Background: an optimization exercise with open tools, aiming at small area, a short achievable clock period and few clock cycles per item. Do not read the settings as production practice.
Only simulation tests tie the RTL to the original design; equivalence was not proved.
Power figures rest on the tool's default switching activity, not on a simulated workload.

==> 12-03 <==
## linear_probe_id_table
module linear_probe_id_table
#(
  parameter int unsigned TABLE_DEPTH = lpit_pkg::DEF_TABLE_DEPTH
) (
  input  logic              clk,
  input  logic              rst_n,
  input  logic              in_valid,
  output logic              in_stall,
  input  logic [1:0]        in_req_type,
  input  logic [lpit_pkg::ID_W-1:0]   in_identifier,
  output logic              out_valid,
  input  logic              out_stall,
  output logic              out_status,
  output logic [lpit_pkg::SLOT_W-1:0] out_slot,
  output logic [lpit_pkg::ID_W-1:0]   out_uuid,
  output logic              out_was_present,
  input  logic              psel,
  input  logic              penable,
  input  logic              pwrite,
  input  logic [lpit_pkg::ADDR_W-1:0] paddr,
  input  logic [lpit_pkg::DATA_W-1:0] pwdata,
  output logic [lpit_pkg::DATA_W-1:0] prdata,
  output logic              pready
);
  localparam int unsigned D  = TABLE_DEPTH;
  localparam int unsigned IW = lpit_pkg::ID_W;
  localparam int unsigned K  = 8;                 
  function automatic logic [5:0] mod_step(input logic [6:0] t, input logic [6:0] n);
    logic [6:0] g, p, gg, pp, d;
    logic       ge;
    for (int i = 0; i < 7; i++) begin
      g[i] = ~t[i] & n[i];           
      p[i] = ~(t[i] ^ n[i]);         
    end
    gg = g; pp = p;
    for (int s = 1; s < 7; s = s * 2) begin
      logic [6:0] g2, p2;
      for (int i = 0; i < 7; i++) begin
        if (i >= s) begin
          g2[i] = gg[i] | (pp[i] & gg[i-s]);
          p2[i] = pp[i] & pp[i-s];
  ...
make LEC_CHECK=0 CAP_MARGIN=20 CORE_MARGIN=2 CORE_UTILIZATION=50 CTS_BUF_LIST=sky130_fd_sc_hd__clkbuf_16 CTS_CLUSTER_DIAMETER=80 CTS_CLUSTER_SIZE=18 SETUP_SLACK_MARGIN=2.7 SLEW_MARGIN=20 finish   # period 6.0 ns
run.sh (not shown) runs the stock make flow with config.mk's settings and CLKGATE_MAP_FILE= SYNTH_SCRIPT=/design/flow/synth_recipe.tcl, a recipe that flattens the netlist after the stock synthesis.
==> 03-21 (differences from 12-03) <==
--- a/flow/design.v
+++ b/flow/design.v
@@ -1396,20 +1396,12 @@
   assign home    = s8_rem;
   assign k_next  = (sreq[K] == lpit_pkg::REQ_NEXT_UUID);
   assign lo_diff = sub6(sid[K][5:0], home);
   assign id_hi   = sid[K][IW-1:6];
   assign hi_dec  = dec26(id_hi);
   assign k_key = k_next ? {lo_diff[6] ? hi_dec : id_hi, lo_diff[5:0]} : sid[K];
-  function automatic logic same_key(input logic [IW-1:0] x);
-    logic hi_id, hi_dec_eq, lo_id, lo_base;
-    hi_id     = (id_hi == x[IW-1:6]);
-    hi_dec_eq = (hi_dec == x[IW-1:6]);
-    lo_id     = (sid[K][5:0] == x[5:0]);
-    lo_base   = (lo_diff[5:0] == x[5:0]);
-    same_key  = k_next ? ((lo_diff[6] ? hi_dec_eq : hi_id) & lo_base) : (hi_id & lo_id);
-  endfunction
   logic          pv, p_alloc, p_release, p_next, p_free_ok;
   logic          p_same_t, p_same_r;    
   logic [IW-1:0] tkey, rkey;
   logic [IW-1:0] pkey;
   logic [5:0]    pstart;
   always_ff @(posedge clk) begin
@@ -1420,14 +1412,14 @@
     if (!hold) begin
       p_alloc   <= (sreq[K] == lpit_pkg::REQ_ALLOC);
       p_release <= (sreq[K] == lpit_pkg::REQ_RELEASE);
       p_next    <= k_next;
       p_free_ok <= (sreq[K] == lpit_pkg::REQ_ALLOC) | k_next;
       pkey      <= k_key;
-      p_same_t  <= same_key(pkey);
-      p_same_r  <= same_key(tkey);
+      p_same_t  <= (k_key == pkey);
+      p_same_r  <= (k_key == tkey);
       pstart    <= k_next ? 6'd0 : home;
     end
   end
   logic          tv, t_alloc, t_release, t_next;
   logic [D-1:0]  tm_hi, tm_lo;    
   logic [D-1:0]  in_ring, valid, eq_now, eq_c, m0, m_next, from_start;
SETUP_SLACK_MARGIN = 2.5   (was 2.7)
==> 12-25 (differences from 12-03) <==
--- a/flow/design.v
+++ b/flow/design.v
@@ -600,60 +600,66 @@
   always_comb begin
     n_wr = len_r;
     if (len_r == 7'd0) n_wr = 7'd1;
     if (len_r > 7'd64) n_wr = 7'd64;
   end
   always_ff @(posedge clk) begin
-    if (!rst_n) begin
-      len_r <= lpit_pkg::LEN_RESET;
-      m_r   <= 6'd63;
-    end else if (len_wr) begin
-      len_r <= pwdata[lpit_pkg::LEN_W-1:0];
-      m_r   <= (pwdata[6:0] == 7'd0 || pwdata[6] && pwdata[5:0] != 6'd0) ?
-               ((pwdata[6:0] == 7'd0) ? 6'd0 : 6'd63) : 6'(pwdata[5:0] - 6'd1);
-    end
+    if (!rst_n) len_r <= lpit_pkg::LEN_RESET;
+    else if (len_wr) len_r <= pwdata[lpit_pkg::LEN_W-1:0];
+  end
+  always_ff @(posedge clk) begin
+    n_r <= n_wr;
+    m_r <= 6'(n_wr - 7'd1);
   end
-  always_ff @(posedge clk) n_r <= n_wr;
   logic hold;            
   logic adv;             
   logic accept;
   logic skid_v;
   logic [1:0]    skid_req;
   logic [IW-1:0] skid_id;
   logic [3:0]    rot;
   assign hold     = out_valid & out_stall;
   assign adv      = ~hold & (rot == 4'd0);
   assign in_stall = skid_v;
   assign accept   = in_valid & ~skid_v;
   always_ff @(posedge clk) begin
-    if (!rst_n) rot <= 4'd0;
-    else if (!adv) rot <= (rot == 4'(K - 1)) ? 4'd0 : rot + 4'd1;
+    if (!rst_n) rot <= 3'd0;
+    else if (!adv) rot <= (rot == 4'(K)) ? 4'd0 : rot + 4'd1;
   end
   logic          sv   [0:K];
   logic [1:0]    sreq [0:K];
   logic [IW-1:0] sid  [0:K];
-  assign sv[0]   = adv ? (skid_v | accept) : sv[K];
-  assign sreq[0] = adv ? (skid_v ? skid_req : in_req_type) : sreq[K];
-  assign sid[0]  = adv ? (skid_v ? skid_id : in_identifier) : sid[K];
   always_ff @(posedge clk) begin
     if (!rst_n) begin
       skid_v <= 1'b0;
-      for (int j = 1; j <= K; j++) sv[j] <= 1'b0;
+      for (int j = 0; j <= K; j++) sv[j] <= 1'b0;
     end else begin
-      if (adv) skid_v <= 1'b0;
-      else if (accept) skid_v <= 1'b1;
+      if (adv) begin
+        skid_v <= 1'b0;
+        sv[0]  <= skid_v | accept;
+      end else begin
+        if (accept) skid_v <= 1'b1;
+        sv[0] <= sv[K];
+      end
       for (int j = 1; j <= K; j++) sv[j] <= sv[j-1];
     end
   end
   always_ff @(posedge clk) begin
     if (!adv && accept) begin
       skid_req <= in_req_type;
       skid_id  <= in_identifier;
     end
   end
   always_ff @(posedge clk) begin
+    if (adv) begin
+      sreq[0] <= skid_v ? skid_req : in_req_type;
+      sid[0]  <= skid_v ? skid_id  : in_identifier;
+    end else begin
+      sreq[0] <= sreq[K];
+      sid[0]  <= sid[K];
+    end
     for (int j = 1; j <= K; j++) begin
       sreq[j] <= sreq[j-1];
       sid[j]  <= sid[j-1];
     end
   end
   logic [191:0] res;
@@ -1396,23 +1402,13 @@
   assign home    = s8_rem;
   assign k_next  = (sreq[K] == lpit_pkg::REQ_NEXT_UUID);
   assign lo_diff = sub6(sid[K][5:0], home);
   assign id_hi   = sid[K][IW-1:6];
   assign hi_dec  = dec26(id_hi);
   assign k_key = k_next ? {lo_diff[6] ? hi_dec : id_hi, lo_diff[5:0]} : sid[K];
-  function automatic logic same_key(input logic [IW-1:0] x);
-    logic hi_id, hi_dec_eq, lo_id, lo_base;
-    hi_id     = (id_hi == x[IW-1:6]);
-    hi_dec_eq = (hi_dec == x[IW-1:6]);
-    lo_id     = (sid[K][5:0] == x[5:0]);
-    lo_base   = (lo_diff[5:0] == x[5:0]);
-    same_key  = k_next ? ((lo_diff[6] ? hi_dec_eq : hi_id) & lo_base) : (hi_id & lo_id);
-  endfunction
   logic          pv, p_alloc, p_release, p_next, p_free_ok;
-  logic          p_same_t, p_same_r;    
-  logic [IW-1:0] tkey, rkey;
   logic [IW-1:0] pkey;
   logic [5:0]    pstart;
   always_ff @(posedge clk) begin
     if (!rst_n) pv <= 1'b0;
     else if (!hold) pv <= adv & sv[K];
   end
@@ -1420,30 +1416,29 @@
     if (!hold) begin
       p_alloc   <= (sreq[K] == lpit_pkg::REQ_ALLOC);
       p_release <= (sreq[K] == lpit_pkg::REQ_RELEASE);
       p_next    <= k_next;
       p_free_ok <= (sreq[K] == lpit_pkg::REQ_ALLOC) | k_next;
       pkey      <= k_key;
-      p_same_t  <= same_key(pkey);
-      p_same_r  <= same_key(tkey);
       pstart    <= k_next ? 6'd0 : home;
     end
   end
   logic          tv, t_alloc, t_release, t_next;
+  logic [IW-1:0] tkey;
   logic [D-1:0]  tm_hi, tm_lo;    
   logic [D-1:0]  in_ring, valid, eq_now, eq_c, m0, m_next, from_start;
   logic [D-1:0]  pick, t_w, r_wr, set_valid, clr_valid;
   logic          same_t, same_r, t_new;
   logic          any_hi, any_lo, any_hit, pres_hi, pres_lo;
   logic [5:0]    slot_hi, slot_lo;
   always_ff @(posedge clk)
     for (int s = 0; s < D; s++) in_ring[s] <= (6'(s) <= m_r);
   always_comb
     for (int s = 0; s < D; s++) from_start[s] = (6'(s) >= pstart);
-  assign same_t = p_same_t;
-  assign same_r = p_same_r;
+  assign same_t = (pkey == tkey);
+  assign same_r = (pkey == rkey);
   assign eq_c   = r_wr & {D{same_r}} | ~r_wr & eq_now;
   assign m0     = in_ring & (valid & eq_c | ~valid & {D{p_free_ok}});
   assign t_new  = t_alloc ? same_t : p_free_ok;
   assign m_next = t_w & {D{t_new}} | ~t_w & m0;
   always_ff @(posedge clk) begin
     if (!rst_n) tv <= 1'b0;
@@ -1467,12 +1462,13 @@
   logic unused_hi;
   assign {unused_hi, pres_hi, slot_hi} = first_info(tm_hi, valid);
   assign {any_lo, pres_lo, slot_lo}    = first_info(tm_lo, valid);
   assign any_hit = any_hi | any_lo;
   logic          rv, rwr, rany, rpres, rnext;
   logic [5:0]    rslot;
+  logic [IW-1:0] rkey;
   always_ff @(posedge clk) begin
     if (!rst_n) begin
       rv  <= 1'b0;
       rwr <= 1'b0;
     end else if (!hold) begin
       rv  <= tv;
CTS_BUF_LIST = unset   (was sky130_fd_sc_hd__clkbuf_16)
CTS_CLUSTER_DIAMETER = unset   (was 80)
CTS_CLUSTER_SIZE = unset   (was 18)
SETUP_SLACK_MARGIN = 2.5   (was 2.7)
==> 03-13 (differences from 12-03) <==
SETUP_SLACK_MARGIN = 2.5   (was 2.7)
==> qor summary <==
item	12-25	03-21	12-03	03-13
Synth top area share	52.4%	52.8%	52.8%	52.8%
Placed insts	14.1k	14.1k	14.1k	14.1k
Launch instance of the worst min-delay path	sid[6][2]	sid[5][10]	sid[7][20]	sid[4][28]
Fraction of area in multi-input gates	31.7%	33.3%	33.3%	33.2%
WHS	313 ps	289 ps	261 ps	315 ps
Clock-pin transition on the worst setup and hold timing paths	60 ps	80 ps	80 ps	80 ps
Multi-input logic area	50000 µm²	51000 µm²	51600 µm²	50700 µm²
Critical path buffers and inverters	3	0	3	3
Non-CTS inverters	305	333	330	329
Post-CTS setup repair buffer count	91	116	190	120
Run status	complete, no violations	complete, no violations	complete, no violations	complete, no violations
Terminating pin of the worst hold path	sid[7][2]	sid[6][10]	sid[8][20]	sid[5][28]
Number of CTS-inserted buffers	321	196	198	196
Share of synthesized cell area in full adder, half adder and majority cells	3.38%	3.40%	3.39%	3.39%
Register share of total power	37.1%	41.5%	40.5%	41.0%
Reg-to-reg critical path endpoint	tm_hi[51]	rslot[2]	cs1[44]	cs1[28]
Met2 routed WL	247 mm	237 mm	251 mm	245 mm
Post-synthesis share of cell area spent on xor and xnor gates	14.2%	14.3%	14.6%	14.6%
Global-route wire length before repair	788 mm	745 mm	749 mm	738 mm
Final #Nets	11.4k	11.3k	11.4k	11.3k
Wire per inst	40.1 µm	37.9 µm	38.1 µm	37.5 µm
Number of fillers in the final layout	21.5k	21.8k	21.6k	21.9k
Testbench counts of 12-03, summed over its fixed seeds: cycles 7,392, items 7,200.
Testbench counts of 03-21, summed over its fixed seeds: cycles 7,392, items 7,200.
Testbench counts of 12-25, summed over its fixed seeds: cycles 7,408, items 7,200.
Testbench counts of 03-13, summed over its fixed seeds: cycles 7,392, items 7,200.

==> separate check: timing with driven ports <==
In the flow no input, the clock included, has a driving cell. The finished layouts below were timed again as built, in two steps. Step 1: set_driving_cell puts a clkbuf_16 on clk and a buf_2 on each other input, an assumption about the parent block. Step 2 also shifts input and output timing later by t, the mid clock arrival at the registers, as if the neighbouring blocks saw the same clock. a / b / c = ideal ports / drivers / drivers and shift; a / b = the first two.
run | t (ns) | setup WS [ns] | hold WS [ns] | clock arrival spread, ns
12-03 | 1.006 | 2.592 / 2.524 / 1.703 | 0.261 / 0.261 / 0.261 | 0.093 / 0.093
03-21 | 0.998 | 2.338 / 2.338 / 1.470 | 0.289 / 0.289 / 0.289 | 0.067 / 0.068
12-25 | 1.018 | 2.379 / 2.379 / 1.888 | 0.313 / 0.313 / 0.313 | 0.094 / 0.093
03-13 | 1.010 | 2.345 / 2.345 / 1.832 | 0.315 / 0.315 / 0.315 | 0.091 / 0.091
After both steps setup and hold are still met in every run listed. The setup slack of 12-03, which loses most, moves by -0.068 ns with the drivers and by -0.889 ns with both steps.
